This design comes from an exercise in tuning for small area and a short achievable clock period on the open sky130 flow, not from production work.
Function was checked by simulation only, so behaviour that the tests miss may differ from the original.
Power is estimated from default activity; no workload was simulated.

==> design.v <==
`default_nettype none
package simd_pkg;
    localparam int NUM_LANES = 4;
    typedef logic [7:0]  byte_t;
    typedef logic [15:0] wide_t;
    typedef logic [31:0] word_t;
    typedef logic [3:0] lane_op_t;
    typedef logic [2:0] red_op_t;
    localparam lane_op_t OP_PASS = 4'd0;
    localparam lane_op_t OP_ADD  = 4'd1;
    localparam lane_op_t OP_SUB  = 4'd2;
    localparam lane_op_t OP_MUL  = 4'd3;
    localparam lane_op_t OP_MOVB = 4'd4;
    localparam lane_op_t OP_MAX  = 4'd5;
    localparam lane_op_t OP_MIN  = 4'd6;
    localparam lane_op_t OP_AND  = 4'd7;
    localparam lane_op_t OP_OR   = 4'd8;
    localparam lane_op_t OP_XOR  = 4'd9;
    localparam lane_op_t OP_NAND = 4'd10;
    localparam lane_op_t OP_NOR  = 4'd11;
    localparam lane_op_t OP_XNOR = 4'd12;
    localparam red_op_t RED_NONE = 3'd0;
    localparam red_op_t RED_SUM  = 3'd1;
    localparam red_op_t RED_MAX  = 3'd2;
    localparam red_op_t RED_MIN  = 3'd3;
    localparam red_op_t RED_XOR  = 3'd4;
    localparam int SMAX = 127;
    localparam int SMIN = -128;
    localparam int UMAX = 255;
    localparam int UMIN = 0;
endpackage
`default_nettype wire
`default_nettype none
module operand_stage (
    input  logic        clk,
    input  logic        rstn,
    input  logic        holdn,
    input  logic [31:0] ra,
    input  logic [31:0] rb,
    input  logic [31:0] bpv,
    input  logic [1:0]  bp,
    input  logic [3:0]  lane_op,
    input  logic [2:0]  red_op,
    input  logic        is_unsigned,
    input  logic        sat,
    input  logic        wen,
    output logic [simd_pkg::NUM_LANES-1:0][7:0] lane_a,
    output logic [simd_pkg::NUM_LANES-1:0][7:0] lane_b,
    output logic [3:0]  s1_lane_op,
    output logic [2:0]  s1_red_op,
    output logic        s1_unsigned,
    output logic        s1_sat,
    output logic        s1_wen
);
    logic [31:0] s1_ra;
    logic [31:0] s1_rb;
    always_ff @(posedge clk) begin
        if (holdn) begin
            s1_ra       <= ra;
            s1_rb       <= rb;
            s1_lane_op  <= lane_op;
            s1_red_op   <= red_op;
            s1_unsigned <= is_unsigned;
            s1_sat      <= sat;
        end
    end
    always_ff @(posedge clk) begin
        if (!rstn)
            s1_wen <= 1'b0;
        else if (holdn)
            s1_wen <= wen;
    end
    assign lane_a = bp[0] ? bpv : s1_ra;
    assign lane_b = bp[1] ? bpv : s1_rb;
endmodule
`default_nettype wire
`default_nettype none
module lane_alu (
    input  logic        clk,
    input  logic        holdn,
    input  logic [7:0]  a,
    input  logic [7:0]  b,
    input  logic [3:0]  lane_op,
    input  logic        is_unsigned,
    output logic [15:0] lane_res
);
    logic        sg;
    logic        ax, bx;
    logic        do_sub;
    logic [9:0]  r;
    logic [15:0] p;
    logic        lt;
    logic [15:0] res_d;
    assign sg = ~is_unsigned;
    assign ax = sg & a[7];
    assign bx = sg & b[7];
    assign do_sub = (lane_op != simd_pkg::OP_ADD);
    assign r = {ax, ax, a} + ({bx, bx, b} ^ {10{do_sub}}) + {9'd0, do_sub};
    assign lt = r[9];
    lane_mul u_mul (
        .a  (a),
        .b  (b),
        .sg (sg),
        .p  (p)
    );
    always_comb begin
        logic [3:0] tt;
        logic       ext;
        logic       sel_ab;
        logic       is_logic;
        is_logic = 1'b0;
        sel_ab   = 1'b0;
        case (lane_op)
            simd_pkg::OP_PASS: begin tt = 4'b1100; sel_ab = 1'b1; end
            simd_pkg::OP_MOVB: begin tt = 4'b1010; sel_ab = 1'b1; end
            simd_pkg::OP_MAX:  begin tt = lt ? 4'b1010 : 4'b1100; sel_ab = 1'b1; end
            simd_pkg::OP_MIN:  begin tt = lt ? 4'b1100 : 4'b1010; sel_ab = 1'b1; end
            simd_pkg::OP_AND:  begin tt = 4'b1000; is_logic = 1'b1; end
            simd_pkg::OP_OR:   begin tt = 4'b1110; is_logic = 1'b1; end
            simd_pkg::OP_XOR:  begin tt = 4'b0110; is_logic = 1'b1; end
            simd_pkg::OP_NAND: begin tt = 4'b0111; is_logic = 1'b1; end
            simd_pkg::OP_NOR:  begin tt = 4'b0001; is_logic = 1'b1; end
            simd_pkg::OP_XNOR: begin tt = 4'b1001; is_logic = 1'b1; end
            default:           tt = 4'b0000;
        endcase
        ext = sel_ab & tt[{ax, bx}];
        if (lane_op == simd_pkg::OP_MUL)
            res_d = p;
        else if (lane_op == simd_pkg::OP_ADD || lane_op == simd_pkg::OP_SUB)
            res_d = {{6{r[9]}}, r};
        else begin
            for (int k = 0; k < 8; k++)
                res_d[k] = tt[{a[k], b[k]}];
            res_d[15:8] = {8{ext}};
        end
    end
    always_ff @(posedge clk) begin
        if (holdn)
            lane_res <= res_d;
    end
endmodule
`default_nettype wire
`default_nettype none
module lane_mul (
    input  logic [7:0]  a,
    input  logic [7:0]  b,
    input  logic        sg,
    output logic [15:0] p
);
    logic t1, t2, t3, t4, t5, t6, t7, t8, t9, t10, t11, t12, t13, t14, t15, t16, t17, t18, t19, t20, t21, t22, t23, t24, t25, t26, t27, t28, t29, t30, t31, t32, t33, t34, t35, t36, t37, t38, t39, t40, t41, t42, t43, t44, t45, t46, t47, t48, t49, t50, t51, t52, t53, t54, t55, t56, t57, t58, t59, t60, t61, t62, t63, t64, t65, t66, t67, t68, t69, t70, t71, t72, t73, t74, t75, t76, t77, t78, t79, t80, t81, t82, t83, t84, t85, t86, t87, t88, t89, t90, t91, t92, t93, t94, t95, t96, t97, t98, t99, t100, t101, t102, t103, t104, t105, t106, t107, t108, t109, t110, t111, t112, t113, t114, t115, t116, t117, t118, t119, t120, t121, t122, t123, t124, t125, t126, t127, t128, t129, t130, t131, t132, t133, t134, t135, t136, t137, t138, t139, t140, t141, t142, t143, t144, t145, t146, t147, t148, t149, t150;
    logic [15:0] ra, rb;
    assign t1 = (a[0] & b[0]);
    assign t2 = (a[1] & b[0]);
    assign t3 = (a[0] & b[1]);
    assign t4 = (a[2] & b[0]);
    assign t5 = (a[1] & b[1]);
    assign t6 = (a[0] & b[2]);
    assign t7 = (a[3] & b[0]);
    assign t8 = (a[2] & b[1]);
    assign t9 = (a[1] & b[2]);
    assign t10 = (a[0] & b[3]);
    assign t11 = (a[4] & b[0]);
    assign t12 = (a[3] & b[1]);
    assign t13 = (a[2] & b[2]);
    assign t14 = (a[1] & b[3]);
    assign t15 = (a[0] & b[4]);
    assign t16 = (a[5] & b[0]);
    assign t17 = (a[4] & b[1]);
    assign t18 = (a[3] & b[2]);
    assign t19 = (a[2] & b[3]);
    assign t20 = (a[1] & b[4]);
    assign t21 = (a[0] & b[5]);
    assign t22 = (a[6] & b[0]);
    assign t23 = (a[5] & b[1]);
    assign t24 = (a[4] & b[2]);
    assign t25 = (a[3] & b[3]);
    assign t26 = (a[2] & b[4]);
    assign t27 = (a[1] & b[5]);
    assign t28 = (a[0] & b[6]);
    assign t29 = (a[7] & b[0] ^ sg);
    assign t30 = (a[6] & b[1]);
    assign t31 = (a[5] & b[2]);
    assign t32 = (a[4] & b[3]);
    assign t33 = (a[3] & b[4]);
    assign t34 = (a[2] & b[5]);
    assign t35 = (a[1] & b[6]);
    assign t36 = (a[0] & b[7] ^ sg);
    assign t37 = (a[7] & b[1] ^ sg);
    assign t38 = (a[6] & b[2]);
    assign t39 = (a[5] & b[3]);
    assign t40 = (a[4] & b[4]);
    assign t41 = (a[3] & b[5]);
    assign t42 = (a[2] & b[6]);
    assign t43 = (a[1] & b[7] ^ sg);
    assign t44 = sg;
    assign t45 = (a[7] & b[2] ^ sg);
    assign t46 = (a[6] & b[3]);
    assign t47 = (a[5] & b[4]);
    assign t48 = (a[4] & b[5]);
    assign t49 = (a[3] & b[6]);
    assign t50 = (a[2] & b[7] ^ sg);
    assign t51 = (a[7] & b[3] ^ sg);
    assign t52 = (a[6] & b[4]);
    assign t53 = (a[5] & b[5]);
    assign t54 = (a[4] & b[6]);
    assign t55 = (a[3] & b[7] ^ sg);
    assign t56 = (a[7] & b[4] ^ sg);
    assign t57 = (a[6] & b[5]);
    assign t58 = (a[5] & b[6]);
    assign t59 = (a[4] & b[7] ^ sg);
    assign t60 = (a[7] & b[5] ^ sg);
    assign t61 = (a[6] & b[6]);
    assign t62 = (a[5] & b[7] ^ sg);
    assign t63 = (a[7] & b[6] ^ sg);
    assign t64 = (a[6] & b[7] ^ sg);
    assign t65 = (a[7] & b[7]);
    assign t66 = sg;
    assign t67 = t22 ^ t23;
    assign t68 = t22 & t23;
    assign t69 = t29 ^ t30 ^ t31;
    assign t70 = (t29 & t30) | (t29 & t31) | (t30 & t31);
    assign t71 = t32 ^ t33;
    assign t72 = t32 & t33;
    assign t73 = t37 ^ t38 ^ t39;
    assign t74 = (t37 & t38) | (t37 & t39) | (t38 & t39);
    assign t75 = t40 ^ t41 ^ t42;
    assign t76 = (t40 & t41) | (t40 & t42) | (t41 & t42);
    assign t77 = t45 ^ t46 ^ t47;
    assign t78 = (t45 & t46) | (t45 & t47) | (t46 & t47);
    assign t79 = t11 ^ t12;
    assign t80 = t11 & t12;
    assign t81 = t16 ^ t17 ^ t18;
    assign t82 = (t16 & t17) | (t16 & t18) | (t17 & t18);
    assign t83 = t19 ^ t20;
    assign t84 = t19 & t20;
    assign t85 = t67 ^ t24 ^ t25;
    assign t86 = (t67 & t24) | (t67 & t25) | (t24 & t25);
    assign t87 = t26 ^ t27 ^ t28;
    assign t88 = (t26 & t27) | (t26 & t28) | (t27 & t28);
    assign t89 = t68 ^ t69 ^ t71;
    assign t90 = (t68 & t69) | (t68 & t71) | (t69 & t71);
    assign t91 = t34 ^ t35 ^ t36;
    assign t92 = (t34 & t35) | (t34 & t36) | (t35 & t36);
    assign t93 = t70 ^ t72 ^ t73;
    assign t94 = (t70 & t72) | (t70 & t73) | (t72 & t73);
    assign t95 = t75 ^ t43 ^ t44;
    assign t96 = (t75 & t43) | (t75 & t44) | (t43 & t44);
    assign t97 = t74 ^ t76 ^ t77;
    assign t98 = (t74 & t76) | (t74 & t77) | (t76 & t77);
    assign t99 = t48 ^ t49 ^ t50;
    assign t100 = (t48 & t49) | (t48 & t50) | (t49 & t50);
    assign t101 = t78 ^ t51 ^ t52;
    assign t102 = (t78 & t51) | (t78 & t52) | (t51 & t52);
    assign t103 = t53 ^ t54 ^ t55;
    assign t104 = (t53 & t54) | (t53 & t55) | (t54 & t55);
    assign t105 = t56 ^ t57 ^ t58;
    assign t106 = (t56 & t57) | (t56 & t58) | (t57 & t58);
    assign t107 = t7 ^ t8;
    assign t108 = t7 & t8;
    assign t109 = t79 ^ t13 ^ t14;
    assign t110 = (t79 & t13) | (t79 & t14) | (t13 & t14);
    assign t111 = t80 ^ t81 ^ t83;
    assign t112 = (t80 & t81) | (t80 & t83) | (t81 & t83);
    assign t113 = t82 ^ t84 ^ t85;
    assign t114 = (t82 & t84) | (t82 & t85) | (t84 & t85);
    assign t115 = t86 ^ t88 ^ t89;
    assign t116 = (t86 & t88) | (t86 & t89) | (t88 & t89);
    assign t117 = t90 ^ t92 ^ t93;
    assign t118 = (t90 & t92) | (t90 & t93) | (t92 & t93);
    assign t119 = t94 ^ t96 ^ t97;
    assign t120 = (t94 & t96) | (t94 & t97) | (t96 & t97);
    assign t121 = t98 ^ t100 ^ t101;
    assign t122 = (t98 & t100) | (t98 & t101) | (t100 & t101);
    assign t123 = t102 ^ t104 ^ t105;
    assign t124 = (t102 & t104) | (t102 & t105) | (t104 & t105);
    assign t125 = t106 ^ t60 ^ t61;
    assign t126 = (t106 & t60) | (t106 & t61) | (t60 & t61);
    assign t127 = t4 ^ t5;
    assign t128 = t4 & t5;
    assign t129 = t107 ^ t9 ^ t10;
    assign t130 = (t107 & t9) | (t107 & t10) | (t9 & t10);
    assign t131 = t108 ^ t109 ^ t15;
    assign t132 = (t108 & t109) | (t108 & t15) | (t109 & t15);
    assign t133 = t110 ^ t111 ^ t21;
    assign t134 = (t110 & t111) | (t110 & t21) | (t111 & t21);
    assign t135 = t112 ^ t113 ^ t87;
    assign t136 = (t112 & t113) | (t112 & t87) | (t113 & t87);
    assign t137 = t114 ^ t115 ^ t91;
    assign t138 = (t114 & t115) | (t114 & t91) | (t115 & t91);
    assign t139 = t116 ^ t117 ^ t95;
    assign t140 = (t116 & t117) | (t116 & t95) | (t117 & t95);
    assign t141 = t118 ^ t119 ^ t99;
    assign t142 = (t118 & t119) | (t118 & t99) | (t119 & t99);
    assign t143 = t120 ^ t121 ^ t103;
    assign t144 = (t120 & t121) | (t120 & t103) | (t121 & t103);
    assign t145 = t122 ^ t123 ^ t59;
    assign t146 = (t122 & t123) | (t122 & t59) | (t123 & t59);
    assign t147 = t124 ^ t125 ^ t62;
    assign t148 = (t124 & t125) | (t124 & t62) | (t125 & t62);
    assign t149 = t126 ^ t63 ^ t64;
    assign t150 = (t126 & t63) | (t126 & t64) | (t63 & t64);
    assign ra = {t66, t150, t148, t146, t144, t142, t140, t138, t136, t134, t132, t130, t128, t127, t2, t1};
    assign rb = {1'b0, t65, t149, t147, t145, t143, t141, t139, t137, t135, t133, t131, t129, t6, t3, 1'b0};
    logic [15:0] g0, p0;
    assign g0 = ra & rb;
    assign p0 = ra ^ rb;
    logic gg1, pp1;
    assign gg1 = g0[1] | (p0[1] & g0[0]);
    assign pp1 = p0[1] & p0[0];
    logic gg2, pp2;
    assign gg2 = g0[3] | (p0[3] & g0[2]);
    assign pp2 = p0[3] & p0[2];
    logic gg3, pp3;
    assign gg3 = g0[5] | (p0[5] & g0[4]);
    assign pp3 = p0[5] & p0[4];
    logic gg4, pp4;
    assign gg4 = g0[7] | (p0[7] & g0[6]);
    assign pp4 = p0[7] & p0[6];
    logic gg5, pp5;
    assign gg5 = g0[9] | (p0[9] & g0[8]);
    assign pp5 = p0[9] & p0[8];
    logic gg6, pp6;
    assign gg6 = g0[11] | (p0[11] & g0[10]);
    assign pp6 = p0[11] & p0[10];
    logic gg7, pp7;
    assign gg7 = g0[13] | (p0[13] & g0[12]);
    assign pp7 = p0[13] & p0[12];
    logic gg8, pp8;
    assign gg8 = g0[15] | (p0[15] & g0[14]);
    assign pp8 = p0[15] & p0[14];
    logic gg9, pp9;
    assign gg9 = gg2 | (pp2 & gg1);
    assign pp9 = pp2 & pp1;
    logic gg10, pp10;
    assign gg10 = gg4 | (pp4 & gg3);
    assign pp10 = pp4 & pp3;
    logic gg11, pp11;
    assign gg11 = gg6 | (pp6 & gg5);
    assign pp11 = pp6 & pp5;
    logic gg12, pp12;
    assign gg12 = gg8 | (pp8 & gg7);
    assign pp12 = pp8 & pp7;
    logic gg13, pp13;
    assign gg13 = gg10 | (pp10 & gg9);
    assign pp13 = pp10 & pp9;
    logic gg14, pp14;
    assign gg14 = gg12 | (pp12 & gg11);
    assign pp14 = pp12 & pp11;
    logic gg15, pp15;
    assign gg15 = gg14 | (pp14 & gg13);
    assign pp15 = pp14 & pp13;
    logic gg16, pp16;
    assign gg16 = gg11 | (pp11 & gg13);
    assign pp16 = pp11 & pp13;
    logic gg17, pp17;
    assign gg17 = gg3 | (pp3 & gg9);
    assign pp17 = pp3 & pp9;
    logic gg18, pp18;
    assign gg18 = gg5 | (pp5 & gg13);
    assign pp18 = pp5 & pp13;
    logic gg19, pp19;
    assign gg19 = gg7 | (pp7 & gg16);
    assign pp19 = pp7 & pp16;
    logic gg20, pp20;
    assign gg20 = g0[2] | (p0[2] & gg1);
    assign pp20 = p0[2] & pp1;
    logic gg21, pp21;
    assign gg21 = g0[4] | (p0[4] & gg9);
    assign pp21 = p0[4] & pp9;
    logic gg22, pp22;
    assign gg22 = g0[6] | (p0[6] & gg17);
    assign pp22 = p0[6] & pp17;
    logic gg23, pp23;
    assign gg23 = g0[8] | (p0[8] & gg13);
    assign pp23 = p0[8] & pp13;
    logic gg24, pp24;
    assign gg24 = g0[10] | (p0[10] & gg18);
    assign pp24 = p0[10] & pp18;
    logic gg25, pp25;
    assign gg25 = g0[12] | (p0[12] & gg16);
    assign pp25 = p0[12] & pp16;
    logic gg26, pp26;
    assign gg26 = g0[14] | (p0[14] & gg19);
    assign pp26 = p0[14] & pp19;
    assign p[0] = p0[0];
    assign p[1] = p0[1] ^ g0[0];
    assign p[2] = p0[2] ^ gg1;
    assign p[3] = p0[3] ^ gg20;
    assign p[4] = p0[4] ^ gg9;
    assign p[5] = p0[5] ^ gg21;
    assign p[6] = p0[6] ^ gg17;
    assign p[7] = p0[7] ^ gg22;
    assign p[8] = p0[8] ^ gg13;
    assign p[9] = p0[9] ^ gg23;
    assign p[10] = p0[10] ^ gg18;
    assign p[11] = p0[11] ^ gg24;
    assign p[12] = p0[12] ^ gg16;
    assign p[13] = p0[13] ^ gg25;
    assign p[14] = p0[14] ^ gg19;
    assign p[15] = p0[15] ^ gg26;
endmodule
`default_nettype wire
`default_nettype none
module reduction_stage (
    input  logic        clk,
    input  logic        rstn,
    input  logic        holdn,
    input  logic [simd_pkg::NUM_LANES-1:0][15:0] lane_res,
    input  logic [2:0]  red_op,
    input  logic        is_unsigned,
    input  logic        sat,
    input  logic [3:0]  lane_op,
    input  logic        wen,
    output logic [31:0] result,
    output logic        result_valid
);
    logic [2:0] s2_red_op;
    logic       s2_unsigned;
    logic       s2_sat;
    logic       s2_clip_en;
    logic       s2_clip_sub;
    logic       s2_wen;
    logic [15:0]        lv [simd_pkg::NUM_LANES];
    logic [16:0]        lane_x [simd_pkg::NUM_LANES];
    logic [18:0]        sum_x;
    logic [7:0]         sum_c8;
    logic               sum_hi, sum_lo;
    logic               is_min;
    logic [16:0]        m01, m23, mx;
    logic [7:0]         xor_b;
    logic [31:0]        pack_w;
    logic [31:0]        res_d;
    always_ff @(posedge clk) begin
        if (holdn) begin
            s2_red_op   <= red_op;
            s2_unsigned <= is_unsigned;
            s2_sat      <= sat;
            s2_clip_en  <= sat & ((lane_op == simd_pkg::OP_ADD) |
                                  (lane_op == simd_pkg::OP_SUB) |
                                  (lane_op == simd_pkg::OP_MUL));
            s2_clip_sub <= (lane_op == simd_pkg::OP_SUB);
        end
    end
    always_ff @(posedge clk) begin
        if (!rstn)
            s2_wen <= 1'b0;
        else if (holdn)
            s2_wen <= wen;
    end
    function automatic logic lt17(input logic [16:0] x, input logic [16:0] y,
                                  input logic uns);
        lt17 = {x[15] ^ ~uns, x[14:0]} < {y[15] ^ ~uns, y[14:0]};
    endfunction
    always_comb begin
        for (int i = 0; i < simd_pkg::NUM_LANES; i++) begin
            logic       ovf;
            logic [7:0] c8;
            if (s2_unsigned) begin
                ovf = s2_clip_sub ? lane_res[i][15] : |lane_res[i][15:8];
                c8  = s2_clip_sub ? 8'h00 : 8'hff;
            end else begin
                ovf = ~((&lane_res[i][15:7]) | ~(|lane_res[i][15:7]));
                c8  = lane_res[i][15] ? 8'h80 : 8'h7f;
            end
            lv[i] = (s2_clip_en & ovf) ? {{8{~s2_unsigned & c8[7]}}, c8} : lane_res[i];
        end
        for (int i = 0; i < simd_pkg::NUM_LANES; i++) begin
            lane_x[i] = {~s2_unsigned & lv[i][15], lv[i]};
            pack_w[8*i +: 8] = lv[i][7:0];
        end
        xor_b = lv[0][7:0] ^ lv[1][7:0] ^ lv[2][7:0] ^ lv[3][7:0];
        begin
            logic [18:0] o [simd_pkg::NUM_LANES];
            logic [18:0] s1, c1, s2, c2;
            for (int i = 0; i < simd_pkg::NUM_LANES; i++)
                o[i] = {2'b00, ~lane_x[i][16], lane_x[i][15:0]};
            s1 = o[0] ^ o[1] ^ o[2];
            c1 = ((o[0] & o[1]) | (o[0] & o[2]) | (o[1] & o[2])) << 1;
            s2 = s1 ^ c1 ^ o[3];
            c2 = ((s1 & c1) | (s1 & o[3]) | (c1 & o[3])) << 1;
            sum_x = (s2 + c2) ^ 19'h40000;
        end
        if (s2_unsigned) begin
            sum_hi = |sum_x[17:8];
            sum_lo = 1'b0;
        end else begin
            sum_hi = ~sum_x[18] & (|sum_x[17:7]);
            sum_lo = sum_x[18] & ~(&sum_x[17:7]);
        end
        sum_c8 = sum_hi ? {s2_unsigned, 7'h7f} : {~s2_unsigned, 7'h00};
        is_min = (s2_red_op == simd_pkg::RED_MIN);
        m01 = (lt17(lane_x[0], lane_x[1], s2_unsigned) ^ is_min) ? lane_x[1] : lane_x[0];
        m23 = (lt17(lane_x[2], lane_x[3], s2_unsigned) ^ is_min) ? lane_x[3] : lane_x[2];
        mx  = (lt17(m01, m23, s2_unsigned) ^ is_min) ? m23 : m01;
        case (s2_red_op)
            simd_pkg::RED_SUM: res_d = (s2_sat && (sum_hi || sum_lo)) ?
                                       {{24{~s2_unsigned & sum_c8[7]}}, sum_c8} :
                                       {{13{sum_x[18]}}, sum_x};
            simd_pkg::RED_MAX,
            simd_pkg::RED_MIN: res_d = {{15{mx[16]}}, mx};
            simd_pkg::RED_XOR: res_d = {24'd0, xor_b};
            default:           res_d = pack_w;
        endcase
    end
    always_ff @(posedge clk) begin
        if (holdn)
            result <= res_d;
    end
    always_ff @(posedge clk) begin
        if (!rstn)
            result_valid <= 1'b0;
        else if (holdn)
            result_valid <= s2_wen;
    end
endmodule
`default_nettype wire
`default_nettype none
module simd_unit (
    input  logic       clk,
    input  logic       rstn,
    input  logic       holdn,
    input  logic [31:0] ra,
    input  logic [31:0] rb,
    input  logic [3:0]  lane_op,
    input  logic [2:0]  red_op,
    input  logic       is_unsigned,
    input  logic       sat,
    input  logic       wen,
    input  logic [31:0] bpv,
    input  logic [1:0] bp,
    output logic [31:0] result,
    output logic       result_valid
);
    logic [simd_pkg::NUM_LANES-1:0][7:0]  lane_a;
    logic [simd_pkg::NUM_LANES-1:0][7:0]  lane_b;
    logic [simd_pkg::NUM_LANES-1:0][15:0] lane_res;
    logic [3:0] s1_lane_op;
    logic [2:0] s1_red_op;
    logic     s1_unsigned;
    logic     s1_sat;
    logic     s1_wen;
    operand_stage u_operand_stage (
        .clk         (clk),
        .rstn        (rstn),
        .holdn       (holdn),
        .ra          (ra),
        .rb          (rb),
        .bpv         (bpv),
        .bp          (bp),
        .lane_op     (lane_op),
        .red_op      (red_op),
        .is_unsigned (is_unsigned),
        .sat         (sat),
        .wen         (wen),
        .lane_a      (lane_a),
        .lane_b      (lane_b),
        .s1_lane_op  (s1_lane_op),
        .s1_red_op   (s1_red_op),
        .s1_unsigned (s1_unsigned),
        .s1_sat      (s1_sat),
        .s1_wen      (s1_wen)
    );
    for (genvar i = 0; i < simd_pkg::NUM_LANES; i++) begin : g_lane
        lane_alu u_lane_alu (
            .clk         (clk),
            .holdn       (holdn),
            .a           (lane_a[i]),
            .b           (lane_b[i]),
            .lane_op     (s1_lane_op),
            .is_unsigned (s1_unsigned),
            .lane_res    (lane_res[i])
        );
    end
    reduction_stage u_reduction_stage (
        .clk          (clk),
        .rstn         (rstn),
        .holdn        (holdn),
        .lane_res     (lane_res),
        .red_op       (s1_red_op),
        .is_unsigned  (s1_unsigned),
        .sat          (s1_sat),
        .lane_op      (s1_lane_op),
        .wen          (s1_wen),
        .result       (result),
        .result_valid (result_valid)
    );
endmodule
`default_nettype wire
==> flow/run.sh <==
#!/bin/bash
# The standard layout with two changes:
#  - plain buffers on the ports (buffer_ports otherwise picks a large
#    delay-cell buffer for every input and output);
#  - after the standard synthesis, polarity.py re-chooses the polarity of
#    the full-adder cells so that fewer inverters sit between them.
# Each step's full output goes to its own log file here.
set -euo pipefail
export BUFFER_PORTS_ARGS="-buffer_cell sky130_fd_sc_hd__buf_1"
R=orfs/results/sky130hd/simd_unit/base
bash standard.sh synth > synth.log 2>&1
cp $R/1_2_yosys.v $R/1_2_yosys.std.v
python3 flow/polarity.py $R/1_2_yosys.std.v $R/1_2_yosys.v > polarity.log 2>&1
rm -f $R/1_synth.odb $R/1_synth.sdc
bash standard.sh > layout.log 2>&1
==> flow/polarity.py <==
#!/usr/bin/env python3
"""Re-choose the polarity of full-adder cells in a mapped sky130 netlist.

A full adder is self-dual: FA(~a, ~b, ~c) = (~sum, ~cout).  Yosys's
extract_fa leaves many inverters between adder cells; this pass removes
every plain inverter that does not drive a port, picks for each full adder
whether it computes its function on true or inverted signals (greedy, to
need the fewest inverters), and puts back one inverter per signal that some
load still needs inverted.  Registers and all other cells are untouched.

usage: polarity.py IN.v OUT.v
"""
import re
import sys

OUT_PINS = {"X", "Y", "Q", "Q_N", "SUM", "COUT", "HI", "LO", "GCLK"}

src = open(sys.argv[1]).read()
m = re.search(r"^module\s+(\w+)\s*\((.*?)\);", src, re.M | re.S)
head_end = m.end()
endm = src.rindex("endmodule")
body = src[head_end:endm]

cell_re = re.compile(r"^  (sky130_fd_sc_hd__\w+)\s+(\S+)\s*\((.*?)\);\n", re.M | re.S)
pin_re = re.compile(r"\.(\w+)\(([^()]*)\)")

cells = []
for cm in cell_re.finditer(body):
    pins = {p: n.strip() for p, n in pin_re.findall(cm.group(3))}
    cells.append({"type": cm.group(1), "name": cm.group(2), "pins": pins, "span": cm.span()})

decl_lines = [l for l in body.split("\n") if re.match(r"^  (input|output|wire)\b", l)]
outputs = set()
for l in decl_lines:
    mm = re.match(r"^  output\s+(\[(\d+):(\d+)\]\s+)?(\S+);", l)
    if mm:
        if mm.group(1):
            hi, lo = int(mm.group(2)), int(mm.group(3))
            for i in range(min(hi, lo), max(hi, lo) + 1):
                outputs.add(f"{mm.group(4)}[{i}]")
        else:
            outputs.add(mm.group(4))

def is_inv(c):
    return re.match(r"sky130_fd_sc_hd__inv_\d+$", c["type"]) is not None

def is_fa(c):
    return re.match(r"sky130_fd_sc_hd__fa_\d+$", c["type"]) is not None

driver = {}
for i, c in enumerate(cells):
    for p, n in c["pins"].items():
        if p in OUT_PINS:
            driver[n] = (i, p)

removable = set()
for i, c in enumerate(cells):
    if is_inv(c) and c["pins"]["Y"] not in outputs:
        removable.add(i)

def root(n):
    q = 0
    seen = 0
    while n in driver and driver[n][0] in removable:
        n = cells[driver[n][0]]["pins"]["A"]
        q ^= 1
        seen += 1
        if seen > 100:
            raise SystemExit("inverter loop")
    return n, q

# loads: (cell index, pin, root net, parity)
loads = []
for i, c in enumerate(cells):
    if i in removable:
        continue
    for p, n in c["pins"].items():
        if p in OUT_PINS:
            continue
        r, q = root(n)
        loads.append((i, p, r, q))
# a removed inverter's output that is an output port cannot happen (kept)
flippable = set()
for i, c in enumerate(cells):
    if is_fa(c) and c["pins"]["SUM"] not in outputs and c["pins"]["COUT"] not in outputs:
        flippable.add(i)

flip = {i: 0 for i in flippable}
by_root = {}
for k, (i, p, r, q) in enumerate(loads):
    by_root.setdefault(r, []).append(k)

def phys(r):
    d = driver.get(r)
    if d and d[0] in flip:
        return flip[d[0]]
    return 0

def root_cost(r):
    ph = phys(r)
    for k in by_root.get(r, ()):
        i, p, _, q = loads[k]
        if (q ^ flip.get(i, 0)) != ph:
            return 1
    return 0

def affected(i):
    rs = set()
    c = cells[i]
    for p, n in c["pins"].items():
        if p in OUT_PINS:
            rs.add(n)
        else:
            rs.add(root(n)[0])
    return rs

aff = {i: affected(i) for i in flippable}
before = sum(root_cost(r) for r in by_root)


def greedy(order):
    improved = True
    passes = 0
    while improved and passes < 50:
        improved = False
        passes += 1
        for i in order:
            rs = aff[i]
            c0 = sum(root_cost(r) for r in rs)
            flip[i] ^= 1
            c1 = sum(root_cost(r) for r in rs)
            if c1 < c0:
                improved = True
            elif c1 > c0 or rng.random() < 0.5:
                flip[i] ^= 1


# greedy descent with sideways moves, best of several seeded restarts
import random
rng = random.Random(1)
order = sorted(flippable)
best = None
for trial in range(100):
    for i in flippable:
        flip[i] = 0 if trial == 0 else rng.randint(0, 1)
    rng.shuffle(order)
    greedy(order)
    cost = sum(root_cost(r) for r in by_root)
    if best is None or cost < best[0]:
        best = (cost, dict(flip))
flip.update(best[1])
after = sum(root_cost(r) for r in by_root)

# rebuild
conn = {}          # (cell, pin) -> net
new_inv = {}       # root -> inverted net
for (i, p, r, q) in loads:
    want = q ^ flip.get(i, 0)
    if want == phys(r):
        conn[(i, p)] = r
    else:
        if r not in new_inv:
            new_inv[r] = f"_pinv{len(new_inv)}_"
        conn[(i, p)] = new_inv[r]

def fmt(n):
    return n + " " if n.startswith("\\") else n


used = set()
out_cells = []
for i, c in enumerate(cells):
    if i in removable:
        continue
    pins = []
    for p, n in c["pins"].items():
        net = n if p in OUT_PINS else conn[(i, p)]
        used.add(net)
        pins.append(f"    .{p}({fmt(net)})")
    out_cells.append(f"  {c['type']} {c['name']} (\n" + ",\n".join(pins) + "\n  );\n")
for k, (r, n) in enumerate(new_inv.items()):
    fan = sum(1 for v in conn.values() if v == n)
    t = "sky130_fd_sc_hd__inv_2" if fan > 6 else "sky130_fd_sc_hd__inv_1"
    out_cells.append(f"  {t} _polinv{k}_ (\n    .A({fmt(r)}),\n    .Y({n})\n  );\n")
    used.add(r)
    used.add(n)

removed_nets = set(cells[i]["pins"]["Y"] for i in removable) - used
decl_out = []
for l in decl_lines:
    mm = re.match(r"^  wire\s+(\\\S+\s|[^\s\[;]+);", l)
    if mm and mm.group(1).strip() in {x.strip() for x in removed_nets} and not l.startswith("  wire ["):
        continue
    decl_out.append(l)
for n in new_inv.values():
    decl_out.append(f"  wire {n};")

out = src[:head_end] + "\n" + "\n".join(decl_out) + "\n" + "".join(out_cells) + src[endm:]
open(sys.argv[2], "w").write(out)
sys.stderr.write(f"polarity: {len(removable)} inverters removed, {len(new_inv)} added; "
                 f"cost {before} -> {after}; {sum(flip.values())} of {len(flippable)} adders flipped\n")
==> standard.sh <==
#!/bin/bash
# synth_recipe.tcl (not shown) runs the flow's synth.tcl, then flattens the netlist and writes it again
# the make line also repeats each setting of config.mk as NAME=value (left out here)
make -C /OpenROAD-flow-scripts/flow DESIGN_CONFIG=/design/flow/config.mk WORK_HOME=/design/flow/orfs CLKGATE_MAP_FILE= SYNTH_SCRIPT=/design/flow/synth_recipe.tcl "${@:-finish}"
==> config.mk <==
export PLATFORM = sky130hd
export DESIGN_NAME = simd_unit
export DESIGN_NICKNAME = simd_unit
export VERILOG_FILES = /design/flow/design.v
export SDC_FILE = /design/flow/constraint.sdc
export NUM_CORES = 4
export LEC_CHECK = 0
export ABC_AREA = 1
export CAP_MARGIN = 20
export CORE_MARGIN = 2
export CORE_UTILIZATION = 40
export CTS_BUF_LIST = sky130_fd_sc_hd__clkbuf_4 sky130_fd_sc_hd__clkbuf_8
export SETUP_SLACK_MARGIN = 2.5
export SLEW_MARGIN = 20
export TNS_END_PERCENT = 100
==> constraint.sdc <==
create_clock -name core_clock -period 10.0 [get_ports {clk}]
set_input_delay 2.0000 -clock core_clock [delete_from_list [all_inputs] [get_ports {clk}]]
set_output_delay 2.0000 -clock core_clock [all_outputs]
set_load 0.01 [all_outputs]
==> run_results.csv, run 1 <==
group,metric,value,unit
synth,syn-cell-area,0.02188,mm^2
power_and_ir_drop,powerDensity,252.2,mW/mm^2
clocking,clock_path_buffers,2,
clocking,cts_root_buf,"clkbuf_8",
global_route,antenna_found_initial,4,
setup_path,cp_max_fo,46,
sta,setup_viol,0,
clocking,cts.clk_slew.worst_paths,0.10,ns
synth,syn_inst,2748,
outcome,status,"finished clean",
synth,yosysWarnings,6,
place,port-buffer-count,143,
detailed_routing,first_pass_iters,6,
sta,finalHoldViolCount,0,
synth,syn-num-nets,3251,
detailed_routing,drt-total-wl,66720,um
sta,clock_skew,0.02597,ns
setup_path,regToRegStartpoint,"u_reduction_stage.s2_unsigned",
clocking,clkSinkCount,179,
sta,rsz0062_at_grt,"true",
final_layout,fill_cells,5354,
power_and_ir_drop,ir_drop,0.0001523,V
place,gp_congestion,0.9538,
global_route,grt_max_degree,181,
global_route,grt_pass1_wl,105200,um
detailed_routing,drt-initial-drc-count,1657,
setup_path,crit_required,10.28,ns
min_path,hp-start,"u_operand_stage.s1_red_op[1]",
final_layout,register_area,0.005345,mm^2
setup_path,end_kind,"register",
die,rows,85,
die,core-area,0.05392,mm^2
synth,avgSynthCellArea,7.962,um^2
final_layout,fin_nets,3391,
min_path,hold_depth,0,
detailed_routing,via_per_inst,5.375,
detailed_routing,highest_layer,"met4",
global_route,track_usage,23.88,%
detailed_routing,wl_met1,29640,um
global_route,grt_pass1_vias,19150,
min_path,holdPathEnd,"u_reduction_stage.s2_red_op[1]",
flow_run,max_cap_violations,0,
setup_path,worst-r2r-setup-slack,3.05,ns
sta,post-route-period-util,71.29,%
clocking,cts_tree,"done",
setup_path,path_class,"input port to register",
final_layout,synthToLayoutAreaGrowth,9.413,%
detailed_routing,drc,0,
detailed_routing,route.met2.wl,30870,um
sta,max_freq,140.3,MHz
min_path,min_path_type,"register to register",
die,ios,144,
die,die_h,237.9,um
final_layout,multi_input_area,0.01476,mm^2
clocking,htreeDepth,4,
detailed_routing,wl_met3,4543,um
die,fp.dieW,237.9,um
sta,worst_pin_slew,1.073,ns
detailed_routing,routedWlPerCell,18.54,um
power_and_ir_drop,totalPowerFinal,6.038,mW
final_layout,drive_above_1_share,5.791,%
sta,slew_violations,0,
setup_path,cp.arrival,7.41,ns
clocking,hold_buffers,0,
sta,relSlewSlack,28.48,%
die,initial_core_util,40.58,%
setup_path,cp-start-kind,"input port",
place,hpwl,53510,um
detailed_routing,vias,19340,
sta,setup_tns,0,ns
sta,period_needed,7.129,ns
setup_path,rr_worst_depth,36,
clocking,cts_buffers,17,
setup_path,reg2reg_to,"u_reduction_stage.result[28]",
die,die_area,0.05659,mm^2
detailed_routing,ant_nets,0,
clocking,insertion_delay,0.56,ns
power_and_ir_drop,leakage,11.30,nW
global_route,overflow,0,
## worst max-delay path: stages
cell and delay, ns:
clkbuf_2 0.32, buf_6 0.36, nand2_1 0.09, o21ai_1 0.39, inv_1 0.27, nand2_1 0.15, fa_1 0.43, inv_1 0.10
fa_1 0.46, fa_1 0.53, fa_1 0.43, ha_1 0.33, inv_1 0.05, o21bai_1 0.31, nand3_1 0.13, nand2_1 0.12
nand3_1 0.07, nand2_1 0.11, a31oi_1 0.11, fa_1 0.40, xnor2_1 0.13, o21ai_0 0.09
## layout by cell type (no fill, tap or decap), types with 39 or more instances in the layout
master	instances
a21oi_1	171
buf_1	140
buf_4	52
edfxtp_1	176
fa_1	202
ha_1	190
inv_1	396
nand2_1	528
nand3_1	98
nor2_1	276
o21ai_0	282
o21ai_1	45
xnor2_1	39
xor2_1	71
## power breakdown
part	switching [mW]	total, mW	internal, mW
sequential	0.0516	1.02	0.971
combinational	2.73	4.49	1.76
clock	0.315	0.528	0.212
## routing by layer
metal | vias to the layer above | track usage, %
met5 | - | 0
met3 | 95 | 2.985
met4 | 0 | 7.738
li1 | 9288 | -
met1 | 9225 | 32.82
met2 | 735 | 39.18
## state kept, by name, indices dropped and copies added, names as in the netlist, 3 cells and up
| name | cells |
|---|---|
| u_operand_stage.s1_lane_op | 4 |
| u_operand_stage.s1_red_op | 3 |
| u_reduction_stage.result | 32 |
| g_lane.u_lane_alu.lane_res | 64 |
| u_reduction_stage.s2_red_op | 3 |
| u_operand_stage.s1_rb | 32 |
| u_operand_stage.s1_ra | 32 |
## final cells by class
| cell class | instances | area share (%) |
|---|---|---|
| Antenna cell | 2 | 0.02091 |
| Clock buffer | 17 | 0.9774 |
| Clock inverter | 15 | 0.7997 |
| Inverter | 412 | 6.502 |
| Multi-Input combinational cell | 2080 | 61.66 |
| Sequential cell | 179 | 22.33 |
| Tap cell | 696 | 3.638 |
| Timing Repair Buffer | 198 | 4.072 |
## through the flow
stage               std cells  instance area (um^2)  hold WS (ns)  utilization, %  setup WS, ns
detailed placement       3562                 23400        0.4082           43.40         1.894
CTS                      3594                 23830        0.4289           44.20         2.519
global route             3598                 23940        0.4428           44.39         2.459
global placement         3562                 23400        0.4187           43.40         1.992
finish                   3599                 23940        0.4287           44.40         2.871
floorplan                2748                 21890        0.4003               -         2.505
## timing repair
item                                    in CTS  in global routing
buffers inserted                             0                  3
cloned                                       0                  0
endpoints found under the setup margin      14                 44
resized for setup                            2                 35
## worst max path at each step
stage	cells after the start	from	slack [ns]	end
finish	22	bp[0]	2.87	g_lane[1].u_lane_alu.lane_res[15]
global route	23	bp[0]	2.46	g_lane[3].u_lane_alu.lane_res[15]
CTS	24	bp[0]	2.52	g_lane[3].u_lane_alu.lane_res[15]
detailed placement	24	bp[0]	1.89	g_lane[3].u_lane_alu.lane_res[15]
global placement	23	bp[0]	1.99	g_lane[3].u_lane_alu.lane_res[15]
floorplan	25	bp[1]	2.51	g_lane[3].u_lane_alu.lane_res[15]
==> inputs of run 2 (changes only) <==
--- a/design.v
+++ b/design.v
@@ -124,14 +124,16 @@
             default:           tt = 4'b0000;
         endcase
         ext = sel_ab & tt[{ax, bx}];
-        if (lane_op == simd_pkg::OP_MUL)
-            res_d = p;
-        else if (lane_op == simd_pkg::OP_ADD || lane_op == simd_pkg::OP_SUB)
-            res_d = {{6{r[9]}}, r};
-        else begin
+        begin
+            logic       is_mul, is_as;
+            logic [7:0] lut;
+            is_mul = (lane_op == simd_pkg::OP_MUL);
+            is_as  = (lane_op == simd_pkg::OP_ADD) | (lane_op == simd_pkg::OP_SUB);
             for (int k = 0; k < 8; k++)
-                res_d[k] = tt[{a[k], b[k]}];
-            res_d[15:8] = {8{ext}};
+                lut[k] = tt[{a[k], b[k]}];
+            res_d = ({16{is_mul}} & p) |
+                    ({16{is_as}} & {{6{r[9]}}, r}) |
+                    {{8{ext}}, lut};
         end
     end
     always_ff @(posedge clk) begin
--- a/config.mk
+++ b/config.mk
@@ -9,7 +9,6 @@
 export CAP_MARGIN = 20
 export CORE_MARGIN = 2
 export CORE_UTILIZATION = 40
-export CTS_BUF_LIST = sky130_fd_sc_hd__clkbuf_4 sky130_fd_sc_hd__clkbuf_8
-export SETUP_SLACK_MARGIN = 2.5
+export SETUP_SLACK_MARGIN = 3
 export SLEW_MARGIN = 20
 export TNS_END_PERCENT = 100
==> run 2 against run 1 <==
Effect of this change: clock power grew 27%; sequential cell count is the same; worst setup slack gained 0.41 ns; via count grew 1.2%; critical path depth shrank 5; cell count grew 0.22%; largest power group unchanged; non-clock buffer count is the same.
==> run_results.csv, run 2 <==
group,metric,value,unit
outcome,status,"finished clean",
final_layout,multi_input_area,0.01499,mm^2
global_route,track_usage,24.39,%
synth,avgSynthCellArea,7.963,um^2
final_layout,fill_cells,5401,
setup_path,crit_required,10.22,ns
clocking,cts_tree,"done",
final_layout,fin_util,45.24,%
detailed_routing,drt-total-wl,68070,um
place,port-buffer-count,143,
synth,syn_inst,2760,
final_layout,mostFrequentLayoutCells,"nand2_1 (493), inv_1 (407), o21ai_0 (281), nor2_1 (266), fa_1 (202)",
setup_path,reg2reg_to,"u_reduction_stage.result[31]",
clocking,cts.clk_slew.worst_paths,0.07,ns
min_path,min_path_type,"register to register",
setup_path,end_kind,"register",
global_route,grt_max_degree,181,
global_route,antenna_found_initial,0,
clocking,cts_root_buf,"clkbuf_16",
detailed_routing,drc,0,
sta,whs,0.4328,ns
die,core-area,0.05403,mm^2
place,placed_cell_area,0.02354,mm^2
place,gp_congestion,0.9543,
die,die_area,0.05684,mm^2
sta,clock_skew,0.01515,ns
sta,worst_pin_slew,1.107,ns
global_route,grt_pass1_wl,107000,um
synth,syn-cell-area,0.02198,mm^2
place,hpwl,53580,um
setup_path,regToRegStartpoint,"u_reduction_stage.s2_unsigned",
clocking,insertion_delay,0.50,ns
min_path,holdPathEnd,"u_reduction_stage.s2_red_op[2]",
clocking,cts_buffers,17,
clocking,htreeDepth,4,
synth,yosysWarnings,6,
sta,fin_ws,3.285,ns
final_layout,fin_nets,3401,
clocking,clkSinkCount,179,
power_and_ir_drop,totalPowerFinal,6.292,mW
die,die_h,238.4,um
setup_path,cp.arrival,6.94,ns
sta,rsz0062_at_grt,"false",
final_layout,drive_above_1_share,7.661,%
final_layout,top_register,"g_lane.u_lane_alu.lane_res",
place,dp_slack,1.708,ns
power_and_ir_drop,powerDensity,257.5,mW/mm^2
sta,period_needed,6.715,ns
min_path,hp-start,"u_operand_stage.s1_red_op[2]",
detailed_routing,routedWlPerCell,18.87,um
detailed_routing,drt-initial-drc-count,1625,
die,ios,144,
die,rows,85,
sta,relSlewSlack,25.69,%
detailed_routing,ant_nets,0,
synth,syn-num-nets,3263,
detailed_routing,first_pass_iters,6,
die,initial_core_util,40.68,%
final_layout,design_area,0.02444,mm^2
min_path,hold_depth,0,
setup_path,path_class,"input port to register",
clocking,clock_path_buffers,2,
flow_run,max_cap_violations,0,
die,fp.dieW,238.4,um
place,post-place-cells,3565,
sta,max_freq,148.9,MHz
final_layout,layout_commonest_cell,"nand2_1",
setup_path,cp-start-kind,"input port",
global_route,overflow,0,
final_layout,largest_reg_flops,64,
detailed_routing,vias,19580,
final_layout,register_area,0.005345,mm^2
final_layout,synthToLayoutAreaGrowth,11.20,%
sta,finalHoldViolCount,0,
final_layout,final_cells,3607,
setup_path,cp_max_fo,41,
global_route,grt_pass1_vias,19300,
sta,setup_viol,0,
final_layout,antenna-diode-count,0,
sta,post-route-period-util,67.15,%
power_and_ir_drop,ir_drop,0.0001700,V
sta,slew_violations,0,
setup_path,rr_worst_depth,34,
sta,setup_tns,0,ns
setup_path,worst-r2r-setup-slack,3.50,ns
detailed_routing,via_per_inst,5.429,
power_and_ir_drop,leakage,11.33,nW
[run 2: layer usage]
metal	global-route usage, %	wire length [um]	vias up
met2	39.71	31650	673
met4	8.636	1995	0
met1	33.44	30630	9424
met3	3.077	3784	106
li1	-	-	9380
met5	0	0	-
[run 2: worst max-delay path, stage by stage]
cell	delay, ns
buf_8	0.18
buf_6	0.21
o21ai_2	0.49
nor2_1	0.12
fa_1	0.45
fa_1	0.54
fa_1	0.45
fa_1	0.48
ha_1	0.34
a21o_1	0.18
a31oi_2	0.26
o21bai_1	0.10
a21oi_1	0.20
o21ai_0	0.16
fa_1	0.47
xor2_1	0.14
o211ai_1	0.11
[run 2: area by class of cell]
type	instances	share of cell area, %
Multi-Input combinational cell	2067	61.32
Sequential cell	179	21.87
Inverter	434	6.712
Timing Repair Buffer	198	4.198
Tap cell	696	3.563
Clock buffer	17	1.741
Clock inverter	15	0.5734
Timing Repair inverter	1	0.02048
[run 2: power by group]
| group | internal (mW) | switching, mW |
|---|---|---|
| combinational | 1.78 | 2.81 |
| clock | 0.328 | 0.339 |
| sequential | 0.974 | 0.0570 |
| total | 3.08 | 3.21 |
[run 2: what timing repair did]
action,CTS,global route
cloned,1,2
hold endpoints to repair,0,0
buffers inserted,1,6
setup endpoints to repair,56,46
gates resized for setup,27,45
hold buffers,0,0
pin swaps,1,2
[run 2: worst max path at each step]
stage           from                           endpoint  slack (ns)  cells past startpoint
6_report       bp[0]  g_lane[1].u_lane_alu.lane_res[15]        3.28                     17
5_1_grt        bp[0]  g_lane[1].u_lane_alu.lane_res[15]        3.00                     21
4_1_cts        bp[1]  g_lane[1].u_lane_alu.lane_res[15]        3.01                     21
3_5_place_dp   bp[0]  g_lane[3].u_lane_alu.lane_res[15]        1.71                     21
3_3_place_gp   bp[0]  g_lane[0].u_lane_alu.lane_res[15]        1.80                     20
2_1_floorplan  bp[0]  g_lane[3].u_lane_alu.lane_res[15]        3.00                     24
==> inputs of run 3 (changes only) <==
--- a/config.mk
+++ b/config.mk
@@ -9,6 +9,6 @@
 export CAP_MARGIN = 20
 export CORE_MARGIN = 2
 export CORE_UTILIZATION = 40
-export SETUP_SLACK_MARGIN = 3
+export SETUP_SLACK_MARGIN = 4
 export SLEW_MARGIN = 20
 export TNS_END_PERCENT = 100
==> run 3 against run 2 <==
Effect of this change: still clean on timing, DRC and antenna; via count increased by 6.2%; critical path depth increased by 5; global-route usage rose by 0.71 points; synthesized cell count unchanged; final area up 13%; die area unchanged; non-clock buffer count up 166; critical path type unchanged; critical endpoint unchanged.
==> run_results.csv, run 3 <==
group,metric,value,unit
global_route,grt_pass1_vias,20350,
die,ios,144,
detailed_routing,routedWlPerCell,19.38,um
min_path,min_path_type,"register to register",
die,fp.dieW,238.4,um
final_layout,largest_reg_flops,64,
final_layout,layout_commonest_cell,"nand2_1",
detailed_routing,ant_nets,0,
setup_path,path_class,"input port to register",
synth,syn_inst,2760,
detailed_routing,drt-initial-drc-count,1909,
power_and_ir_drop,pwr-share-comb,77.1,%
setup_path,crit_required,10.23,ns
global_route,antenna_found_initial,1,
clocking,cts_tree,"done",
global_route,overflow,0,
die,die_area,0.05684,mm^2
final_layout,fin_nets,3571,
sta,rsz0062_at_grt,"true",
final_layout,top_register,"g_lane.u_lane_alu.lane_res",
synth,syn-cell-area,0.02198,mm^2
detailed_routing,vias,20790,
global_route,grt_max_degree,155,
clocking,insertion_delay,0.51,ns
setup_path,cp.arrival,6.44,ns
power_and_ir_drop,totalPowerFinal,7.538,mW
place,hpwl,52550,um
setup_path,reg2reg_to,"u_reduction_stage.result[16]",
global_route,track_usage,25.10,%
power_and_ir_drop,p_int,3.834,mW
final_layout,mostFrequentLayoutCells,"nand2_1 (448), inv_1 (366), nor2_1 (255), o21ai_0 (220), buf_4 (180)",
min_path,hold_depth,0,
clocking,htreeDepth,4,
synth,avgSynthCellArea,7.963,um^2
setup_path,end_kind,"register",
die,core-area,0.05403,mm^2
detailed_routing,drt-total-wl,73200,um
clocking,clock_path_buffers,2,
place,port-buffer-count,143,
detailed_routing,via_per_inst,5.505,
final_layout,drive_above_1_share,20.71,%
sta,relSlewSlack,25.88,%
sta,slew_violations,0,
global_route,grt_pass1_wl,110400,um
power_and_ir_drop,p_clk_share,9.0,%
sta,setup_tns,0,ns
detailed_routing,drc,0,
sta,setup_viol,0,
place,gp_congestion,0.9767,
outcome,status,"finished clean",
power_and_ir_drop,p_sw,3.704,mW
min_path,holdPathEnd,"u_reduction_stage.s2_red_op[2]",
flow_run,max_cap_violations,0,
power_and_ir_drop,swShare,49.14,%
detailed_routing,first_pass_iters,7,
sta,max_freq,161.1,MHz
setup_path,cp-start-kind,"input port",
sta,period_needed,6.209,ns
final_layout,antenna-diode-count,0,
power_and_ir_drop,leakage,12.55,nW
die,initial_core_util,40.68,%
clocking,cts_root_buf,"clkbuf_16",
clocking,cts.clk_slew.worst_paths,0.07,ns
clocking,cts_buffers,17,
power_and_ir_drop,seq_power_share,13.9,%
setup_path,worst-r2r-setup-slack,3.85,ns
setup_path,cp_max_fo,8,
power_and_ir_drop,powerDensity,272.9,mW/mm^2
sta,post-route-period-util,62.09,%
final_layout,synthToLayoutAreaGrowth,25.68,%
sta,worst_pin_slew,1.107,ns
min_path,hp-start,"u_operand_stage.s1_red_op[2]",
power_and_ir_drop,ir_drop,0.0001770,V
sta,finalHoldViolCount,0,
setup_path,regToRegStartpoint,"u_reduction_stage.s2_unsigned",
clocking,clkSinkCount,179,
setup_path,rr_worst_depth,35,
sta,clock_skew,0.01236,ns
die,rows,85,
synth,syn-num-nets,3263,
die,die_h,238.4,um
synth,yosysWarnings,6,
==> run 3: cell count changes in the layout (fill, tap and decap cells not counted), sizes merged, moves of 2 or more <==
cell	before	now
buf	196	354
clkdlybuf4s15	0	3
clkinvlp	5	7
clkbuf	19	24
clkinv	7	9
inv	438	430
nand2	511	513
bufbuf	0	3
==> run 3: power groups by stage <==
stage / logic, mW / registers, mW / clock network, mW
2_1_floorplan: 3.42 / 1.04 / 0
3_3_place_gp: 4.49 / 1.05 / 0
3_5_place_dp: 4.63 / 1.05 / 0
4_1_cts: 5.17 / 1.04 / 0.695
5_1_grt: 6.40 / 1.06 / 0.721
6_report: 5.81 / 1.04 / 0.680
==> run 3: worst max path at each step <==
stage | start | endpoint | slack [ns] | cells after the start
final | bp[0] | g_lane[1].u_lane_alu.lane_res[15] | 3.79 | 22
after CTS | bp[1] | g_lane[3].u_lane_alu.lane_res[15] | 3.86 | 22
after global placement | bp[1] | g_lane[0].u_lane_alu.lane_res[15] | 2.26 | 22
after floorplan | bp[1] | g_lane[1].u_lane_alu.lane_res[15] | 3.33 | 23
after global routing | bp[1] | g_lane[3].u_lane_alu.lane_res[15] | 3.63 | 25
after detailed placement | bp[1] | g_lane[0].u_lane_alu.lane_res[15] | 2.12 | 22
==> run 3: area by class of cell <==
class / instances / area (um^2)
repair buffers: 364 / 2649
clock buffers: 20 / 456.7
clock inverters: 12 / 120.1
multi-input cells: 2071 / 16490
fillers: 5095 / 26400
repair inverters: 1 / 7.507
inverters: 434 / 1685
well taps: 696 / 870.8
flip-flops and latches: 179 / 5345
==> run 3: routing by layer <==
metal | GRT usage [%] | share of wire [%] | vias to the layer above
li1 | - | - | 9717
met1 | 32.61 | 42 | 10010
met2 | 42.17 | 48 | 899
met3 | 4.026 | 6.7 | 170
met4 | 9.280 | 3.6 | 0
met5 | 0 | 0 | -
==> run 3: stage by stage <==
stage	setup WS, ns	cells	cell area (um^2)	hold slack (ns)	utilization, %
after floorplan	3.334	2760	22560	0.4003	-
after global placement	2.259	3560	23810	0.4176	44.07
after detailed placement	2.120	3560	23820	0.4051	44.08
after CTS	3.861	3709	26270	0.4346	48.62
after global routing	3.635	3777	27620	0.4444	51.13
final	3.791	3777	27620	0.4392	51.13
==> run 3: critical path: stages <==
cell and delay, ns:
buf_8 0.13, buf_12 0.13, buf_16 0.14, nand2_2 0.09, o21ai_4 0.10, inv_2 0.08
nand2_2 0.05, fa_1 0.54, inv_2 0.05, fa_2 0.53, fa_1 0.43, fa_2 0.57
ha_4 0.20, o21ai_2 0.06, nand2_2 0.10, a31oi_4 0.19, o21bai_1 0.11, a21oi_2 0.19
o21ai_2 0.10, fa_2 0.39, xor2_1 0.13, o211ai_1 0.11
==> run 3: timing repair <==
| item | 4_1_cts | 5_1_grt |
|---|---|---|
| setup buffers | 103 | 64 |
| endpoints found under the setup margin | 77 | 60 |
| resized for setup | 208 | 216 |
| gates cloned | 14 | 4 |
| hold buffers | 0 | 0 |
| pin swaps | 79 | 122 |
==> inputs of run 4 (changes only) <==
--- a/config.mk
+++ b/config.mk
@@ -9,6 +9,6 @@
 export CAP_MARGIN = 20
 export CORE_MARGIN = 2
 export CORE_UTILIZATION = 40
-export SETUP_SLACK_MARGIN = 4
+export SETUP_SLACK_MARGIN = 3.5
 export SLEW_MARGIN = 20
-export TNS_END_PERCENT = 100
+export TNS_END_PERCENT = 30
==> run 4 against run 3 <==
Effect of this change: sequential power about the same; worst setup slack worse by 0.21 ns; via count down 3.8%; largest power group unchanged.
==> run_results.csv, run 4 <==
group,metric,value,unit
outcome,status,"finished clean",
global_route,overflow,0,
global_route,antenna_found_initial,0,
sta,clock_skew,0.01665,ns
final_layout,fin_util,47.39,%
power_and_ir_drop,leakage,11.77,nW
setup_path,cp-start-kind,"input port",
clocking,clkSinkCount,179,
synth,yosysWarnings,6,
flow_run,max_cap_violations,0,
setup_path,crit_cells,21,
setup_path,cp_cell_sequence,"buf_16, buf_12, buf_8, o21ai_4, inv_1, nand2_1, nand2_1, inv_1, fa_1, fa_1, fa_1, fa_1, ha_1, a21o_1, a31oi_2, o21ai_1, nand3_1, nand2_1, fa_1, xor2_1, o21ai_0",
final_layout,largest_reg_flops,64,
clocking,clock_path_buffers,2,
die,initial_core_util,40.68,%
final_layout,synthToLayoutAreaGrowth,16.50,%
detailed_routing,via_per_inst,5.458,
final_layout,final_cells,3666,
clocking,cts_tree,"done",
detailed_routing,drt-initial-drc-count,1780,
place,port-buffer-count,143,
die,core-area,0.05403,mm^2
clocking,hold_buffers,0,
min_path,hold_depth,0,
die,ios,144,
clocking,cts.clk_slew.worst_paths,0.07,ns
final_layout,drive_above_1_share,12.49,%
clocking,htreeDepth,4,
detailed_routing,drc,0,
detailed_routing,vias,20010,
power_and_ir_drop,ir_drop,0.0001673,V
setup_path,max_stage_delay,0.52,ns
sta,max_freq,155.7,MHz
sta,post-route-period-util,64.21,%
clocking,cts_root_buf,"clkbuf_16",
die,rows,85,
power_and_ir_drop,powerDensity,264.1,mW/mm^2
final_layout,fill_cells,5282,
final_layout,design_area,0.02560,mm^2
setup_path,cpLargestDelayFamily,"adder cells",
setup_path,cp.arrival,6.62,ns
sta,relSlewSlack,32.82,%
detailed_routing,routedWlPerCell,18.94,um
final_layout,fin_nets,3460,
sta,setup_tns,0,ns
detailed_routing,drt-total-wl,69420,um
setup_path,rr_worst_depth,33,
final_layout,layout_commonest_cell,"nand2_1",
setup_path,end_kind,"register",
detailed_routing,ant_nets,0,
setup_path,cp_max_fo,7,
place,post-place-cells,3561,
global_route,track_usage,24.38,%
clocking,cts_buffers,17,
clocking,insertion_delay,0.50,ns
global_route,grt_max_degree,145,
final_layout,antenna-diode-count,0,
synth,syn-cell-area,0.02198,mm^2
die,fp.dieW,238.4,um
setup_path,worstPathBufferInverterCount,5,
sta,slew_violations,0,
place,gp_congestion,0.9910,
final_layout,mostFrequentLayoutCells,"nand2_1 (473), inv_1 (395), nor2_1 (265), o21ai_0 (249), fa_1 (196)",
setup_path,path_class,"input port to register",
synth,avgSynthCellArea,7.963,um^2
synth,syn_inst,2760,
sta,setup_viol,0,
final_layout,top_register,"g_lane.u_lane_alu.lane_res",
final_layout,multi_input_area,0.01557,mm^2
die,die_h,238.4,um
die,die_area,0.05684,mm^2
min_path,min_path_type,"register to register",
place,placed_cell_area,0.02377,mm^2
detailed_routing,first_pass_iters,6,
sta,worst_pin_slew,1.007,ns
place,hpwl,53080,um
setup_path,crit_required,10.20,ns
sta,rsz0062_at_grt,"true",
sta,period_needed,6.421,ns
final_layout,register_area,0.005345,mm^2
global_route,grt_pass1_wl,108100,um
global_route,grt_pass1_vias,19630,
setup_path,critPathMostFrequentCell,"fa_1",
synth,syn-num-nets,3263,
setup_path,cp_slowest_cell,"fa_1",
sta,finalHoldViolCount,0,
## run 4: repair_timing
action,4_1_cts,5_1_grt
endpoints found under the setup margin,63,52
gates cloned,2,7
gates resized for setup,55,129
setup buffers,4,60
pin swaps,4,37
## run 4: power by group
| part | leakage [nW] | total, mW | switching, mW | internal, mW |
|---|---|---|---|---|
| combinational | 9.71 | 5.06 | 3.02 | 2.04 |
| clock | 0.278 | 0.670 | 0.339 | 0.330 |
| sequential | 1.78 | 1.04 | 0.0614 | 0.974 |
| total | 11.8 | 6.76 | 3.42 | 3.34 |
## run 4: worst reg2reg max path, delay by kind of cell, from the launching register on
kind | cells | cell delay [ns]
buffers and inverters | 6 | 0.88
DFF | 1 | 0.48
AOI/OAI and AO/OA | 7 | 1.11
and+or+nand+nor | 14 | 1.66
xor gates and xnor gates | 2 | 0.39
adders and majority gates | 4 | 1.47
## run 4: stage by stage
| stage | hold slack, ns | setup slack [ns] | power, mW |
|---|---|---|---|
| 6_report | 0.4407 | 3.579 | 6.763 |
| 5_1_grt | 0.4590 | 3.314 | 7.412 |
| 4_1_cts | 0.4454 | 3.471 | 6.402 |
| 3_5_place_dp | 0.4130 | 2.352 | 5.668 |
| 3_3_place_gp | 0.4181 | 2.402 | 5.515 |
| 2_1_floorplan | 0.4003 | 3.317 | 4.411 |
## run 4: path summary, 6_finish.rpt
path,startpoint,endpoint,slack [ns]
worst max-delay path,bp[1],g_lane[0].u_lane_alu.lane_res[15],3.58
worst min-delay path,u_operand_stage.s1_red_op[0],u_reduction_stage.s2_red_op[0],0.44
worst max register to register,u_reduction_stage.s2_unsigned,u_reduction_stage.result[19],3.72
worst min register to register,u_operand_stage.s1_red_op[0],u_reduction_stage.s2_red_op[0],0.44
## run 4: routing by layer
metal	vias to the layer above	routed length [um]	GRT usage, %
met5	-	0	0
met4	0	1997	8.030
met3	104	4082	3.552
met2	693	32250	39.17
met1	9724	31080	33.81
li1	9489	-	-
## run 4: area by class of cell
type                    count  area share (%)
flip-flops and latches    179           20.88
clock buffers              18           1.676
repair inverters            1         0.02932
well taps                 696           3.401
inverters                 434           6.470
repair buffers            255           6.216
clock inverters            14          0.5375
multi-input cells        2069           60.79
==> inputs of run 5 (changes only) <==
--- a/config.mk
+++ b/config.mk
@@ -11,4 +11,4 @@
 export CORE_UTILIZATION = 40
 export SETUP_SLACK_MARGIN = 3.5
 export SLEW_MARGIN = 20
-export TNS_END_PERCENT = 30
+export TNS_END_PERCENT = 100
==> run 5 against run 4 <==
Effect of this change: cell count fell by 0.63%; register-to-register slack barely moved; final area fell by 0.67%; non-clock buffer count fell by 21; critical path depth rose by 3; clock-buffer cell count did not move; combinational power fell by 2%; clock power fell by 0.6%; synthesized cell count did not move; critical path type unchanged; critical endpoint is now g_lane[3].u_lane_alu.lane_res[15]; largest cell class unchanged; highest routed layer unchanged.
==> run_results.csv, run 5 <==
group,metric,value,unit
setup_path,cp_max_fo,12,
synth,avgSynthCellArea,7.963,um^2
global_route,overflow,0,
global_route,grtUsageMet3,3.563,%
sta,max_freq,157.7,MHz
global_route,grt_pass1_wl,107200,um
final_layout,final_cells,3643,
outcome,status,"finished clean",
detailed_routing,drt-initial-drc-count,1617,
global_route,grt-busiest-layer,"met2",
place,port-buffer-count,143,
synth,syn_inst,2760,
detailed_routing,via_per_inst,5.450,
place,placed_cell_area,0.02376,mm^2
detailed_routing,ant_nets,0,
synth,syn-num-nets,3263,
final_layout,design_area,0.02543,mm^2
setup_path,regToRegStartpoint,"u_reduction_stage.s2_unsigned",
clocking,clkSinkCount,179,
die,core-area,0.05403,mm^2
clocking,insertion_delay,0.50,ns
setup_path,crit_path_end,"g_lane[3].u_lane_alu.lane_res[15]",
setup_path,max_stage_delay,0.61,ns
global_route,grt_util_met1,33.37,%
die,ios,144,
sta,slew_violations,0,
power_and_ir_drop,powerDensity,263.0,mW/mm^2
sta,finalHoldViolCount,0,
die,die_area,0.05684,mm^2
setup_path,cp_slowest_cell,"fa_1",
setup_path,path_class,"input port to register",
min_path,min_path_type,"register to register",
detailed_routing,drc,0,
sta,period_needed,6.340,ns
sta,worst_pin_slew,1.013,ns
final_layout,top_register,"g_lane.u_lane_alu.lane_res",
detailed_routing,first_pass_iters,5,
die,die_h,238.4,um
final_layout,layout_commonest_cell,"nand2_1",
sta,rsz0062_at_grt,"true",
clocking,cts_buffers,17,
global_route,antenna_found_initial,0,
sta,post-route-period-util,63.40,%
power_and_ir_drop,ir_drop,0.0001642,V
die,fp.dieW,238.4,um
setup_path,cp_cell_sequence,"buf_16, buf_16, buf_8, buf_4, nand2_4, o21ai_4, inv_2, nand2_2, fa_1, inv_1, fa_1, fa_1, fa_1, ha_4, o21ai_2, nand2_2, a21o_1, a21oi_4, o21ai_2, nand3_1, nand2_2, fa_2, xor2_1, o211ai_1",
place,post-place-cells,3557,
setup_path,cp.arrival,6.56,ns
final_layout,largest_reg_flops,64,
sta,clock_skew,0.01926,ns
final_layout,synthToLayoutAreaGrowth,15.72,%
setup_path,critPathMostFrequentCell,"fa_1",
place,gp_congestion,0.9814,
global_route,grt_pass1_vias,19490,
detailed_routing,routedWlPerCell,18.93,um
clocking,htreeDepth,4,
setup_path,rr_worst_depth,34,
sta,setup_viol,0,
clocking,cts.clk_slew.worst_paths,0.07,ns
synth,syn-cell-area,0.02198,mm^2
final_layout,antenna-diode-count,0,
die,initial_core_util,40.68,%
setup_path,worstSetupStartpoint,"bp[1]",
final_layout,mostFrequentLayoutCells,"nand2_1 (471), inv_1 (390), nor2_1 (266), o21ai_0 (247), fa_1 (196)",
setup_path,end_kind,"register",
place,hpwl,53100,um
setup_path,worst-r2r-setup-slack,3.72,ns
synth,yosysWarnings,6,
setup_path,reg2reg_to,"u_reduction_stage.result[8]",
global_route,track_usage,24.33,%
final_layout,drive_above_1_share,12.01,%
global_route,gr-usage-met2,39.29,%
detailed_routing,drt-total-wl,68950,um
sta,whs,0.4261,ns
power_and_ir_drop,leakage,11.65,nW
setup_path,crit_required,10.22,ns
sta,setup_tns,0,ns
clocking,cts_tree,"done",
clocking,cts_root_buf,"clkbuf_16",
flow_run,max_cap_violations,0,
global_route,grt_max_degree,75,
die,rows,85,
sta,relSlewSlack,32.08,%
detailed_routing,vias,19860,
clocking,clock_path_buffers,2,
setup_path,cp-start-kind,"input port",
final_layout,fin_nets,3437,
[run 5: how the worst min path moves through the flow]
stage / from / to / slack (ns) / depth (start not counted)
detailed placement: u_operand_stage.s1_red_op[2] / u_reduction_stage.s2_red_op[2] / 0.41 / 0
CTS: u_operand_stage.s1_red_op[2] / u_reduction_stage.s2_red_op[2] / 0.43 / 0
global route: u_operand_stage.s1_red_op[2] / u_reduction_stage.s2_red_op[2] / 0.45 / 0
floorplan: u_operand_stage.s1_red_op[0] / u_reduction_stage.s2_red_op[0] / 0.40 / 0
finish: u_operand_stage.s1_red_op[2] / u_reduction_stage.s2_red_op[2] / 0.43 / 0
global placement: u_operand_stage.s1_red_op[2] / u_reduction_stage.s2_red_op[2] / 0.42 / 0
[run 5: metal layers]
layer,up-vias,routed length [um]
met3,113,4167
met4,0,2080
li1,9453,-
met1,9589,30990
met5,-,0
met2,700,31720
[run 5: final cells by class]
class | instances | area [um^2]
clock buffer | 18 | 429.2
inverter | 434 | 1664
clock inverter | 14 | 140.1
tap | 696 | 870.8
sequential | 179 | 5345
timing repair inverter | 1 | 7.507
multi-input combinational | 2067 | 15560
timing repair buffer | 234 | 1411
fill | 5338 | 28590
[run 5: power breakdown]
group          internal, mW  total (mW)  switching (mW)
clock network         0.330       0.666           0.335
registers             0.975        1.04          0.0639
logic                  2.02        4.98            2.96
[run 5: worst max-delay path, delay by kind of cell]
family	cells	cell delay, ns
XOR/XNOR	1	0.14
AO/OA/AOI/OAI	6	0.65
AND/OR/NAND/NOR	5	0.34
adder cells (fa/ha/maj)	6	2.70
buffers and inverters	6	0.72
[run 5: timing repair]
action / 4_1_cts / 5_1_grt
resized for setup: 46 / 130
buffers inserted: 7 / 39
endpoints found under the setup margin: 65 / 51
pin swaps: 2 / 28
hold buffers: 0 / 0
gates cloned: 3 / 5
[run 5: through the flow]
| step | setup WS, ns | util, % | power, mW |
|---|---|---|---|
| floorplan | 3.317 | - | 4.437 |
| global placement | 2.111 | 43.97 | 5.519 |
| detailed placement | 1.896 | 43.98 | 5.649 |
| CTS | 3.512 | 45.54 | 6.396 |
| global route | 3.408 | 47.08 | 7.342 |
| finish | 3.660 | 47.08 | 6.688 |

-- afterwards: timing with drivers on the ports --
The results above use ideal ports. As a check the final layouts listed here were re-extracted and re-timed, cells and wires unchanged. Step 1 sets driving cells, clkbuf_16 on the clock port and buf_2 on the other inputs (assumed; they add their load-dependent delay and slew). Step 2, shift: input delay + t, output delay - t, t = (earliest + latest rising clock arrival at the registers) / 2. This alone moves slack from input paths to output paths. a / b / c = no drivers / after step 1 / after step 2; a / b = the first two.
run | shift t [ns] | setup WS [ns] | clock arrival spread, ns
run 1 | 0.601 | 2.871 / 2.899 / 2.297 | 0.028 / 0.029
run 2 | 0.552 | 3.285 / 3.303 / 2.751 | 0.017 / 0.016
run 3 | 0.561 | 3.791 / 3.680 / 3.119 | 0.014 / 0.014
run 4 | 0.550 | 3.579 / 3.515 / 2.964 | 0.019 / 0.019
run 5 | 0.555 | 3.660 / 3.592 / 3.037 | 0.019 / 0.019
After both steps every run listed still meets setup and hold. For run 3, which loses most, drivers alone change the setup slack by -0.111 ns; drivers and shift together by -0.672 ns.
